Source: an optimization exercise on an open RTL-to-GDS flow (aim: small area, a short achievable clock period and few clock cycles per item). Production flows keep margins and buffers that such runs may drop. Function was checked by simulation only, so behaviour that the tests miss may differ from the original. No activity file was given, so power comes from the tool's default toggle rates.

==> flow/design.v (excerpt) <==
module max_pool_stream (
  input  wire logic                           clk,
  input  wire logic                           rst_n,
  input  wire logic                           in_tvalid,
  output logic                                in_tready,
  input  wire logic [mps_pkg::IN_DATA_W-1:0]  in_tdata,
  output logic                                out_tvalid,
  input  wire logic                           out_tready,
  output logic [mps_pkg::OUT_DATA_W-1:0]      out_tdata,
  output logic                                out_tlast,
  input  wire logic                           cfg_wr_en,
  input  wire logic [mps_pkg::CFG_IDX_W-1:0]  cfg_index,
  input  wire logic [mps_pkg::CFG_DATA_W-1:0] cfg_wr_data
);
export LEC_CHECK = 0
export CAP_MARGIN = 20
export CORE_ASPECT_RATIO = 0.5
export CORE_MARGIN = 2
export CORE_UTILIZATION = 65
export CTS_CLUSTER_DIAMETER = 100
export CTS_CLUSTER_SIZE = 24
export PLACE_DENSITY = 0.75
export SETUP_SLACK_MARGIN = 3.0
export SLEW_MARGIN = 20
create_clock -name core_clock -period 5.5 [get_ports {clk}]
run.sh (not shown) runs the stock make flow with config.mk's settings and CLKGATE_MAP_FILE= SYNTH_SCRIPT=/design/flow/synth_recipe.tcl, a recipe that flattens the netlist after the stock synthesis.
The first run went through all stages and came out clean.
Testbench counts at the start, summed over its fixed seeds: cycles 177,457, samples 176,956.
Next try:
--- a/flow/config.mk
+++ b/flow/config.mk
@@ -14,3 +14,4 @@
 export PLACE_DENSITY = 0.75
-export SETUP_SLACK_MARGIN = 3.0
+export SETUP_SLACK_MARGIN = 3.2
 export SLEW_MARGIN = 20
+export TNS_END_PERCENT = 10
- register-to-register slack barely changes
- sequential power is about the same
- via count barely changes

========
## run 1
Starting RTL as in the previous note.
==> flow/config.mk <==
export PLATFORM = sky130hd
export DESIGN_NAME = max_pool_stream
export DESIGN_NICKNAME = max_pool_stream
export VERILOG_FILES = /design/flow/design.v
export SDC_FILE = /design/flow/constraint.sdc
export NUM_CORES = 4
export LEC_CHECK = 0
export CAP_MARGIN = 20
export CORE_ASPECT_RATIO = 0.5
export CORE_MARGIN = 2
export CORE_UTILIZATION = 65
export CTS_CLUSTER_DIAMETER = 100
export CTS_CLUSTER_SIZE = 24
export PLACE_DENSITY = 0.75
export SETUP_SLACK_MARGIN = 3.35
export SLEW_MARGIN = 20
==> flow/constraint.sdc <==
create_clock -name core_clock -period 5.5 [get_ports {clk}]
set_input_delay 1.1000 -clock core_clock [delete_from_list [all_inputs] [get_ports {clk}]]
set_output_delay 1.1000 -clock core_clock [all_outputs]
set_load 0.01 [all_outputs]
Run 1: done, clean on timing, DRC and antenna
Testbench counts of run 1, summed over its fixed seeds: cycles 177,457, samples 176,956.
Changes in run 2 relative to run 1:
-- flow/config.mk --
<<< run 1, line 8
export CAP_MARGIN = 20
export CORE_ASPECT_RATIO = 0.5
export CORE_MARGIN = 2
>>> run 2, line 8
export CAP_MARGIN = 20
export CORE_ASPECT_RATIO = 0.65
export CORE_MARGIN = 2
<<< run 1, line 14
export PLACE_DENSITY = 0.75
export SETUP_SLACK_MARGIN = 3.35
export SLEW_MARGIN = 20
>>> run 2, line 14
export PLACE_DENSITY = 0.75
export SETUP_SLACK_MARGIN = 3.2
export SLEW_MARGIN = 20
==> comparison <==
Met3 wire length: run 2 vs run 1 down 2300 um
The lower final estimated routing congestion in global placement came out of run 1.
Total number of tap cells shrinks by a few percent when moving from run 1 to run 2.
Pin count of the biggest net entering global routing went down by a few percent going from run 1 to run 2.
[inputs] run 3 vs run 2
-- flow/config.mk --
<<< run 2, line 8
export CAP_MARGIN = 20
export CORE_ASPECT_RATIO = 0.65
export CORE_MARGIN = 2
>>> run 3, line 8
export CAP_MARGIN = 20
export CORE_ASPECT_RATIO = 0.5
export CORE_MARGIN = 2
Notes after the runs:
Looking at the reports, run 3 completed the entire flow and the layout it produced met the timing, design-rule and antenna checks.
In the metrics for run 3 and run 2, the one carrying the lower post-layout minimum cycle time is run 2.
Compare run 3 and run 2 | fraction of area in multi-input gates higher: run 2
Against run 2, via density per instance in run 3 rose by a few percent.
The data arrival time of the critical path of run 3 falls short of that of run 2 by 1740 ps.
Run 3 ended up with out_tlast as its worst setup path endpoint; run 2 ended up with push.
The ratio of total power to cell area number comes out lower for run 2 vs run 3.
Comparing the two runs side by side, run 3 comes out behind run 2 on setup slack.
Worst stage delay on the critical path was lower in the run labelled run 3.
Going from run 2 to run 3, register area held steady; number of placed cells counting well taps grew by 0.96%.
### run 3 -> run 4
-- flow/config.mk --
<<< run 3, line 10
export CORE_MARGIN = 2
export CORE_UTILIZATION = 65
export CTS_CLUSTER_DIAMETER = 100
export CTS_CLUSTER_SIZE = 24
export PLACE_DENSITY = 0.75
export SETUP_SLACK_MARGIN = 3.2
>>> run 4, line 10
export CORE_MARGIN = 2
export CORE_UTILIZATION = 68
export CTS_CLUSTER_DIAMETER = 100
export CTS_CLUSTER_SIZE = 24
export PLACE_DENSITY = 0.77
export SETUP_SLACK_MARGIN = 3.2
Notes after the runs:
- Looking at mean number of vias per cell, run 4 sits 2.4% higher than run 3 does.
- Run 3 has lower met2 routed wirelength than run 4.
- Summary of run 4 over run 3: number of DRC markers in iteration 0 saw an increase, depth of the worst register-to-register path saw an increase.
- Clock skew essentially unchanged between run 4 and run 3.
- Summary of run 4 over run 3: proportion of layout cells with a drive suffix above 1 closely matched the old numbers, overflow left after global routing closely matched the old numbers.

## what the ideal ports hide
Ports are ideal in the flow. The routed layouts listed here were re-timed in OpenROAD. Step 1 sets driving cells, clkbuf_16 on the clock port and buf_2 on the other inputs (assumed; they add their load-dependent delay and slew). Step 2 moves the port delays by t, midway between the first and last clock arrival at a register: inputs arrive t later, outputs are due t later. That takes back most of the time a late clock gives input paths. Three values: no drivers, after step 1, after step 2; two values: the first two.
| run | shift t [ns] | setup WS [ns] | pins driven straight from the clock port |
|---|---|---|---|
| the first run of note 1 | 0.811 | 3.040 / 2.973 / 2.223 | 1 |
| the second run of note 1 | 0.810 | 3.077 / 2.996 / 2.369 | 1 |
| run 1 | 0.813 | 3.154 / 3.073 / 2.509 | 1 |
| run 2 | 0.814 | 3.186 / 3.116 / 2.346 | 1 |
| run 3 | 0.816 | 3.157 / 3.074 / 2.439 | 1 |
| run 4 | 0.805 | 3.151 / 3.080 / 2.370 | 1 |
After both steps every run listed still meets setup and hold. The setup slack of run 2, which loses most, moves by -0.070 ns with the drivers and by -0.840 ns with both steps.
